This is an optimization exercise on Yosys and OpenROAD, whose aim is small area, a short achievable clock period and few clock cycles, not a production implementation. The RTL was checked by simulation tests, not by an equivalence proof against the original design. Power figures rest on the tool's default switching activity, not on a simulated workload.

## flow/design.v (module list and top-level ports; edited modules follow where they fit)
// module acf_accumulator: 78 lines
// module acf_mac: 916 lines
// module int_to_float: 37 lines
// module fp_divider: 37 lines
// module acf_normalizer: 126 lines
// module autocorrelation_top: 34 lines
module autocorrelation_top (
    input  logic               iClock,
    input  logic               rst_n,
    input  logic               sample_valid,
    input  acf_pkg::sample_t   sample,
    output logic               coef_valid,
    output acf_pkg::acf_coef_t coef,
    output logic               block_done,
    output logic               overrun
);
  // ...
==> flow/run.sh <==
#!/bin/bash
# synth_recipe.tcl (not shown) runs the flow's synth.tcl, then flattens the netlist and writes it again
# the make line also repeats each setting of config.mk as NAME=value (left out here)
make -C /OpenROAD-flow-scripts/flow DESIGN_CONFIG=/design/flow/config.mk WORK_HOME=/design/flow/orfs CLKGATE_MAP_FILE= SYNTH_SCRIPT=/design/flow/synth_recipe.tcl finish
==> flow/config.mk <==
export PLATFORM = sky130hd
export DESIGN_NAME = autocorrelation_top
export DESIGN_NICKNAME = autocorrelation_top
export VERILOG_FILES = /design/flow/design.v
export SDC_FILE = /design/flow/constraint.sdc
export NUM_CORES = 4
export LEC_CHECK = 0
export ABC_CLOCK_PERIOD_IN_PS = 3000
export CAP_MARGIN = 20
export CORE_MARGIN = 2
export CORE_UTILIZATION = 40
export SETUP_SLACK_MARGIN = 4.5
export SLEW_MARGIN = 20
==> flow/constraint.sdc <==
create_clock -name core_clock -period 7.5 [get_ports {iClock}]
set_input_delay 1.5000 -clock core_clock [delete_from_list [all_inputs] [get_ports {iClock}]]
set_output_delay 1.5000 -clock core_clock [all_outputs]
set_load 0.01 [all_outputs]
==> reports/metrics.cfg, run 1 <==
[status]
outcome=no timing/DRC/antenna violations

[finish]
clkCellAreaFrac_pct=3.57
inv_count=1077
mostFrequentLayoutCells=766 x inv_1, 620 x ha_1, 614 x dfxtp_1, 587 x xnor2_1, 582 x buf_4
top_regs=acc0.sum_a: 185 flops, acc0.sum_b: 185 flops, norm0.snap: 185 flops
clkbuf_count=189
buffers_excl_clock=1205

[power]
intPower_mw=32.2
p_leak_nw=50.9
power.group.top=combinational cells
clock_power_mw=6.68
p_comb_share_pct=71.1

[detailed_routing]
drc=0
met1_length_um=140000
vias=83500

[synthesis]
synth_top_family_by_area=adder cells
synthAdderAreaFrac_pct=24.8
synthCells=10100
synthMuxAreaShare_pct=2.50
ys_seq_area_share_pct=26.8
synth_most_common_cell=inv_1
async_flop_share_pct=1.39

[worst_setup_path]
worstSetupPathType=register to register
arrival_ns=4.45
crit_path_end_kind=register

[sta]
fin_skew_ns=0.0418

Testbench counts, summed over its fixed seeds: cycles 22,272.
==> module acf_accumulator, before the edit <==
module acf_accumulator (
    input  logic                              iClock,
    input  logic                              rst_n,
    input  logic                              sample_valid,
    input  acf_pkg::sample_t                  sample,
    output logic                              fin,
    output acf_pkg::acc_t [4:0]       sum_a,
    output acf_pkg::acc_t [4:0]       sum_b
);
    localparam int CNT_W = $clog2(64);
    localparam int NDIG  = 16 / 2;
    logic [CNT_W-1:0] cnt;      
    logic             first;    
    logic             last;     
    acf_pkg::sample_t x;        
    acf_pkg::sample_t hist [1:4];
    logic [NDIG-1:0]  neg, one, two;    
    logic [NDIG-1:0]  neg_d, one_d, two_d;
    always_ff @(posedge iClock or negedge rst_n) begin
        if (!rst_n) begin
            cnt <= '0;
            fin <= 1'b0;
        end else begin
            fin <= last;
            if (sample_valid) begin
                cnt <= cnt + 1'b1;
            end
        end
    end
    always_comb begin
        for (int i = 0; i < NDIG; i++) begin
            logic b2, b1, b0;
            b2 = sample[2*i+1];
            b1 = sample[2*i];
            b0 = (i == 0) ? 1'b0 : sample[2*i-1];
            neg_d[i] = sample_valid & b2;
            one_d[i] = sample_valid & (b1 ^ b0);
            two_d[i] = sample_valid & ((b2 & ~b1 & ~b0) | (~b2 & b1 & b0));
        end
    end
    always_ff @(posedge iClock) begin
        first <= sample_valid && (cnt == '0);
        last  <= sample_valid && (cnt == '1);
        neg   <= neg_d;
        one   <= one_d;
        two   <= two_d;
        if (sample_valid) begin
            x <= sample;
            for (int i = 1; i <= 4; i++) begin
                hist[i] <= (cnt == '0) ? '0 : ((i == 1) ? x : hist[i-1]);
            end
        end
    end
    for (genvar k = 0; k <= 4; k++) begin : g_mac
        acf_pkg::sample_t h;
        acf_pkg::acc_t    na, nb;
        if (k == 0) begin : g_h0
            assign h = x;
        end else begin : g_hk
            assign h = hist[k];
        end
        acf_mac mac (
            .neg (neg),
            .one (one),
            .two (two),
            .h   (h),
            .nf  (!first),
            .sa  (sum_a[k]),
            .sb  (sum_b[k]),
            .na  (na),
            .nb  (nb)
        );
        always_ff @(posedge iClock) begin
            sum_a[k] <= na;
            sum_b[k] <= nb;
        end
    end
endmodule
==> module acf_normalizer, before the edit <==
module acf_normalizer (
    input  logic                          iClock,
    input  logic                          rst_n,
    input  logic                          fin,
    input  acf_pkg::acc_t [4:0]   sum_a,
    input  acf_pkg::acc_t [4:0]   sum_b,
    output logic                          coef_valid,
    output acf_pkg::acf_coef_t            coef,
    output logic                          block_done,
    output logic                          overrun
);
    localparam int LAGS = 4;
    localparam int W    = acf_pkg::ACC_W;
    localparam logic [4:0] T_REC = 5'd16;
    logic          busy;
    logic [4:0]    t;
    logic          rot;
    acf_pkg::acc_t snap [0:LAGS];
    logic          cv_sign, cv_zero;
    logic [5:0]    cv_pos;
    logic [23:0]   cv_sig;
    logic [23:0]   sb;
    logic [25:0]   sb3;
    logic [5:0]    p0;
    logic          z0;
    logic [25:0]   q     [1:LAGS];
    logic [7:0]    ebase [1:LAGS];
    logic          lsign [1:LAGS];
    logic          lzero [1:LAGS];
    logic [3:0]    lag_r;
    acf_pkg::fp32_t norm_r;
    assign overrun = 1'b0;
    always_ff @(posedge iClock or negedge rst_n) begin
        if (!rst_n) begin
            busy       <= 1'b0;
            t          <= '0;
            coef_valid <= 1'b0;
            block_done <= 1'b0;
        end else begin
            coef_valid <= busy && (t >= T_REC) && (t <= T_REC + 5'(LAGS));
            block_done <= busy && (t == T_REC + 5'(LAGS));
            if (busy) begin
                t <= t + 1'b1;
                if (t == T_REC + 5'(LAGS)) begin
                    busy <= 1'b0;
                end
            end else if (fin) begin
                busy <= 1'b1;
                t    <= '0;
            end
        end
    end
    assign rot = busy && ((t <= 5'(LAGS)) || ((t > T_REC) && (t <= T_REC + 5'(LAGS))));
    always_ff @(posedge iClock) begin
        if (!busy && fin) begin
            for (int k = 0; k <= LAGS; k++) begin
                snap[k] <= sum_a[k] + sum_b[k];
            end
        end else if (rot) begin
            for (int k = 0; k < LAGS; k++) begin
                snap[k] <= snap[k+1];
            end
            snap[LAGS] <= snap[0];
        end
    end
    int_to_float conv0 (
        .iClock    (iClock),
        .value     (snap[0]),
        .signed_in (t != 5'd0),
        .sign      (cv_sign),
        .zero      (cv_zero),
        .pos       (cv_pos),
        .sig       (cv_sig)
    );
    always_ff @(posedge iClock) begin
        if (t == 5'd2) begin
            sb  <= cv_sig;
            sb3 <= 26'(cv_sig) + {1'b0, cv_sig, 1'b0};
            p0  <= cv_pos;
            z0  <= cv_zero;
        end
    end
    for (genvar k = 1; k <= LAGS; k++) begin : g_lane
        logic ld;
        assign ld = (t == 5'(k + 2));
        fp_divider div (
            .iClock (iClock),
            .load   (ld),
            .sa     (cv_sig),
            .sb     (sb),
            .sb3    (sb3),
            .q      (q[k])
        );
        always_ff @(posedge iClock) begin
            if (ld) begin
                ebase[k] <= 8'd126 + 8'(cv_pos) - 8'(p0);
                lsign[k] <= cv_sign;
                lzero[k] <= cv_zero | z0;
            end
        end
    end
    logic [2:0]     ri;
    acf_pkg::fp32_t rnorm;
    assign ri = 3'(t - T_REC);
    always_comb begin
        rnorm = z0 ? 32'h0 : 32'h3F80_0000;
        for (int k = 1; k <= LAGS; k++) begin
            if (ri == 3'(k)) begin
                if (lzero[k]) begin
                    rnorm = '0;
                end else if (q[k][25]) begin
                    rnorm = {lsign[k], ebase[k] + 8'd1, q[k][24:2]};
                end else begin
                    rnorm = {lsign[k], ebase[k], q[k][23:1]};
                end
            end
        end
    end
    always_ff @(posedge iClock) begin
        lag_r  <= {1'b0, ri};
        norm_r <= rnorm;
    end
    assign coef.lag     = lag_r;
    assign coef.norm    = norm_r;
    assign coef.raw_sum = {{(43 - W){snap[0][W-1] & (lag_r != 4'd0)}}, snap[0]};
endmodule
==> inputs of run 2 (changes only) <==
--- a/flow/design.v
+++ b/flow/design.v
@@ -26,7 +26,7 @@
     localparam int CNT_W = $clog2(64);
     localparam int NDIG  = 16 / 2;
     logic [CNT_W-1:0] cnt;      
-    logic             first;    
+    logic [4:0] first;  
     logic             last;     
     acf_pkg::sample_t x;        
     acf_pkg::sample_t hist [1:4];
@@ -55,7 +55,9 @@
         end
     end
     always_ff @(posedge iClock) begin
-        first <= sample_valid && (cnt == '0);
+        for (int k = 0; k <= 4; k++) begin
+            first[k] <= sample_valid && (cnt == CNT_W'(k));
+        end
         last  <= sample_valid && (cnt == '1);
         neg   <= neg_d;
         one   <= one_d;
@@ -80,7 +82,7 @@
             .one (one),
             .two (two),
             .h   (h),
-            .nf  (!first),
+            .nf  (!first[k]),
             .sa  (sum_a[k]),
             .sb  (sum_b[k]),
             .na  (na),
@@ -1098,7 +1100,9 @@
     localparam logic [4:0] T_REC = 5'd16;
     logic          busy;
     logic [4:0]    t;
-    logic          rot;
+    logic [LAGS:0] ld;       
+    logic          shift;
+    acf_pkg::acc_t cs_a, cs_b;
     acf_pkg::acc_t snap [0:LAGS];
     logic          cv_sign, cv_zero;
     logic [5:0]    cv_pos;
@@ -1113,6 +1117,8 @@
     logic          lzero [1:LAGS];
     logic [3:0]    lag_r;
     acf_pkg::fp32_t norm_r;
+    acf_pkg::acc_t raw_r;
+    logic          ext_r;
     assign overrun = 1'b0;
     always_ff @(posedge iClock or negedge rst_n) begin
         if (!rst_n) begin
@@ -1134,22 +1140,34 @@
             end
         end
     end
-    assign rot = busy && ((t <= 5'(LAGS)) || ((t > T_REC) && (t <= T_REC + 5'(LAGS))));
+    always_ff @(posedge iClock or negedge rst_n) begin
+        if (!rst_n) begin
+            ld[LAGS:1] <= '0;
+        end else begin
+            ld[LAGS:1] <= ld[LAGS-1:0];
+        end
+    end
+    assign ld[0] = fin && !busy;
+    always_comb begin
+        cs_a = '0;
+        cs_b = '0;
+        for (int k = 0; k <= LAGS; k++) begin
+            cs_a = cs_a | (ld[k] ? sum_a[k] : '0);
+            cs_b = cs_b | (ld[k] ? sum_b[k] : '0);
+        end
+    end
+    assign shift = (|ld) || (busy && (t >= T_REC) && (t < T_REC + 5'(LAGS)));
     always_ff @(posedge iClock) begin
-        if (!busy && fin) begin
-            for (int k = 0; k <= LAGS; k++) begin
-                snap[k] <= sum_a[k] + sum_b[k];
-            end
-        end else if (rot) begin
+        if (shift) begin
             for (int k = 0; k < LAGS; k++) begin
                 snap[k] <= snap[k+1];
             end
-            snap[LAGS] <= snap[0];
+            snap[LAGS] <= cs_a + cs_b;
         end
     end
     int_to_float conv0 (
         .iClock    (iClock),
-        .value     (snap[0]),
+        .value     (snap[LAGS]),
         .signed_in (t != 5'd0),
         .sign      (cv_sign),
         .zero      (cv_zero),
@@ -1203,10 +1221,12 @@
     always_ff @(posedge iClock) begin
         lag_r  <= {1'b0, ri};
         norm_r <= rnorm;
+        raw_r  <= snap[0];
+        ext_r  <= snap[0][W-1] & (ri != 3'd0);
     end
     assign coef.lag     = lag_r;
     assign coef.norm    = norm_r;
-    assign coef.raw_sum = {{(43 - W){snap[0][W-1] & (lag_r != 4'd0)}}, snap[0]};
+    assign coef.raw_sum = {{(43 - W){ext_r}}, raw_r};
 endmodule
 module autocorrelation_top (
     input  logic               iClock,
--- a/flow/config.mk
+++ b/flow/config.mk
@@ -5,9 +5,9 @@
 export SDC_FILE = /design/flow/constraint.sdc
 export NUM_CORES = 4
 export LEC_CHECK = 0
-export ABC_CLOCK_PERIOD_IN_PS = 3000
 export CAP_MARGIN = 20
 export CORE_MARGIN = 2
 export CORE_UTILIZATION = 40
 export SETUP_SLACK_MARGIN = 4.5
 export SLEW_MARGIN = 20
+export TNS_END_PERCENT = 0
==> run 2 against run 1 <==
Sequential power barely moved. Sequential cell count increased by 46. Final area is 18% lower. Total power shrank 29%. Final cell count shrank 13%.
==> reports/metrics.cfg, run 2 <==
[sta]
max_freq_mhz=261
fin_hold_ws_ns=0.327
worst_slew_pin_slew_ns=1.13
fin_setup_tns_ns=0
drv_slew=0
relSlewSlack_pct=24.5
rsz0062_at_grt=yes
hold_viol=0
setup_slack_ns=3.67
fin_skew_ns=0.0801  ; +0.0383 ns
fin_crit_ns=3.83
period_share_pct=51.1
setup_viol=0

[detailed_routing]
wl_per_cell_um=23.9
vias_per_cell=5.71
first_pass_iters=7
vias=70600  ; -16%
wirelength_um=296000
drtIter0Drc=6886
drc=0  ; unchanged
ant_nets=0

[die]
io_pins=101
core.rowCount=173
core_um2=222000
initial_core_util_pct=40.2
design.die.area_um2=227000
die-height_um=477
die_w_um=477

[power]
power_switching_mw=19.4
p_leak_nw=42.9  ; -16%
ir_drop_uv=195
powerDensity_nw_per_um2=423
p_clk_share_pct=16.3
p_comb_share_pct=58.0  ; -13 points
intPower_mw=23.8  ; -26%
p_sw_share_pct=45.0
power_frac_seq_pct=25.7

[global_route]
grt_max_degree=91
grt_pass1_wl_um=448000
grt_usage_pct=25.6
grt_overflow=0
grt_pass1_vias=72000
antenna_found_initial=23

[synthesis]
avgSynthCellArea_um2=9.69
synth_top_family_by_area=adder cells
synthAdderAreaFrac_pct=24.1  ; -0.67 points
synth_compound_area_share_pct=16.4
ys_seq_elements=1127
synth_common_cells=1046 x inv_1, 769 x a22oi_1, 747 x dfxtp_1
synth_area_um2=89400
synth_most_common_cell=inv_1
async_flop_share_pct=1.69  ; +0.30 points
synth_xor_area_share_pct=9.97
synthCells=9229  ; -8.7%
yosysWarnings=16
synth_area_leaders=dfxtp_1 17%, fa_1 16%, edfxtp_1 12%
synthMuxAreaShare_pct=3.06  ; +0.56 points
synth_edf_count=361
synth_ff_type=dfxtp_1
synth_cell_types=105
synth_simple_gate_area_share_pct=10.1
synth.top_cell.area_share_pct=16.7
ys_seq_area_share_pct=29.4  ; +2.6 points
yosysTopAreaCell=dfxtp_1

[clock_tree]
clock_path_buffers=3
htree_levels=4
cts-root-buf=clkbuf_16
postCtsHoldBufs=0
cts_tree=built
cts.clk_slew.worst_paths_ns=0.06
cts.sinks=1127
worst_skew_pair.late_latency_ns=0.84
cts-buffers-inserted=136

[worst_setup_path]
critPathMaxFanout=6
crit_path_end_kind=register
reg2reg_depth=15
worstPathRequired_ns=8.08
start_kind=register
arrival_ns=4.41  ; -0.04 ns
worstSetupPathType=register to register

[worst_hold_path]
hold_depth=0
hold_class=register to register

[placement]
place_area_um2=93000
port_buffers=98
dp_slack_ns=2.52
hpwl_um=203000
gp_congestion=0.944

[finish]
layout_commonest_cell=inv_1
final_net_count=10600
mostFrequentLayoutCells=1032 x inv_1, 765 x a22oi_1, 722 x fa_1, 715 x dfxtp_1, 567 x xnor2_1
drive_gt1_share_pct=9.46
utilization_pct=45.9
area_delta_synth_final_pct=14.2
stdcell_area_um2=102000
top_regs=acc0.sum_a: 185 flops, acc0.sum_b: 185 flops, norm0.snap: 185 flops

[status]
outcome=no timing/DRC/antenna violations

[run]
drv_cap=0

## run 2: cell types whose count changed after synthesis, moves of 62 or more
| cell | before | now |
|---|---|---|
| a21oi_1 | 428 | 310 |
| a22oi_1 | 614 | 769 |
| ha_1 | 706 | 564 |
| nand2_1 | 576 | 389 |
| nor2b_1 | 336 | 274 |
| o21ai_0 | 518 | 296 |
| xnor2_1 | 636 | 568 |
| xor2_1 | 518 | 450 |
## run 2: through the flow
stage	cells	total power [mW]
after floorplan	9230	28.1
after global placement	11800	34.0
after detailed placement	11800	34.9
after CTS	12300	42.9
after global routing	12400	47.5
final	12400	43.2
## run 2: cells by family after synthesis
kind of cell,Yosys count
AO/OA/AOI/OAI,2121
AND/OR/NAND/NOR,1761
buffers and inverters,1649
adder cells (fa/ha/maj),1289
flip-flops,1127
XOR/XNOR,1018
multiplexers,263
other,1
## run 2: power by group through the flow
stage                     combinational, mW  clock (mW)  sequential (mW)
after CTS                              24.8        7.17             11.0
after detailed placement               23.6           0             11.3
after global routing                   28.8        7.41             11.2
after floorplan                        18.3           0             9.76
final                                  25.1        7.05             11.1
after global placement                 22.8           0             11.3
## run 2: final timing paths
check,start,to,slack [ns]
worst max-delay path,norm0.busy,norm0.snap[4][35],3.67
worst min-delay path,norm0.conv0.a_sign,norm0.conv0.sign,0.33
worst max register to register,norm0.busy,norm0.snap[4][35],3.67
worst min register to register,norm0.conv0.a_sign,norm0.conv0.sign,0.33
max in group asynchronous,rst_n,norm0.ld[2],6.01
min in group asynchronous,rst_n,norm0.coef_valid,1.04
## run 2: routing by layer
metal  share of wire (%)  track usage, %  wire, um  vias up
met5               0.019               0        57        -
li1                    -               -         -    31700
met3                 8.8            5.68     26200      794
met2                  45            40.7    133000     3107
met4                 5.0            12.0     14900        8
met1                  41            33.1    122000    35000
## run 2: area by class of cell
| class | count | area (um2) |
|---|---|---|
| fill | 20700 | 120000 |
| clock buffer | 185 | 3870 |
| multi-input combinational | 6456 | 57900 |
| sequential | 1127 | 26400 |
| clock inverter | 68 | 987 |
| timing repair buffer | 487 | 5230 |
| inverter | 1051 | 3990 |
| antenna | 5 | 12.5 |
| tap | 2975 | 3720 |
## run 2: what timing repair did
| action | 4_1_cts | 5_1_grt |
|---|---|---|
| gates cloned | 12 | 3 |
| buffers inserted | 213 | 33 |
| pin swaps | 56 | 34 |
| resized for setup | 206 | 69 |
| setup endpoints to repair | 722 | 753 |
## run 2: worst max-delay path, cell delays in order (launching register included)
cell       delay, ns
dfrtp_2         0.43
nor2b_4         0.14
buf_12          0.19
buf_12          0.16
a21o_1          0.18
ha_4            0.23
a211oi_4        0.27
o21a_1          0.21
o31a_1          0.24
a211oi_2        0.13
a211o_1         0.37
o21a_4          0.28
a2111oi_4       0.32
o31ai_1         0.14
a21oi_1         0.18
xnor2_1         0.08
Testbench counts of run 2, summed over its fixed seeds: cycles 22,272.

separate check: timing with driven ports:
How much do the figures lean on ideal ports? The routed layouts below were timed once more, with nothing changed but the port constraints.
Step 1, drivers: a clkbuf_16 drives iClock and a buf_2 each remaining input, both assumed.
Step 2 also shifts input and output timing later by t, the mid clock arrival at the registers, as if the neighbouring blocks saw the same clock.
a / b / c = no drivers / after step 1 / after step 2; a / b = the first two.
| run | shift t [ns] | slack for setup (ns) | hold slack, ns | worst slew at a driven data input, ns |
|---|---|---|---|---|
| run 1 | 0.886 | 3.818 / 3.818 / 3.818 | 0.333 / 0.333 / 0.333 | 0.09 |
| run 2 | 0.900 | 3.669 / 3.669 / 3.669 | 0.327 / 0.327 / 0.327 | 0.16 |
After both steps setup and hold are still met in every run listed.
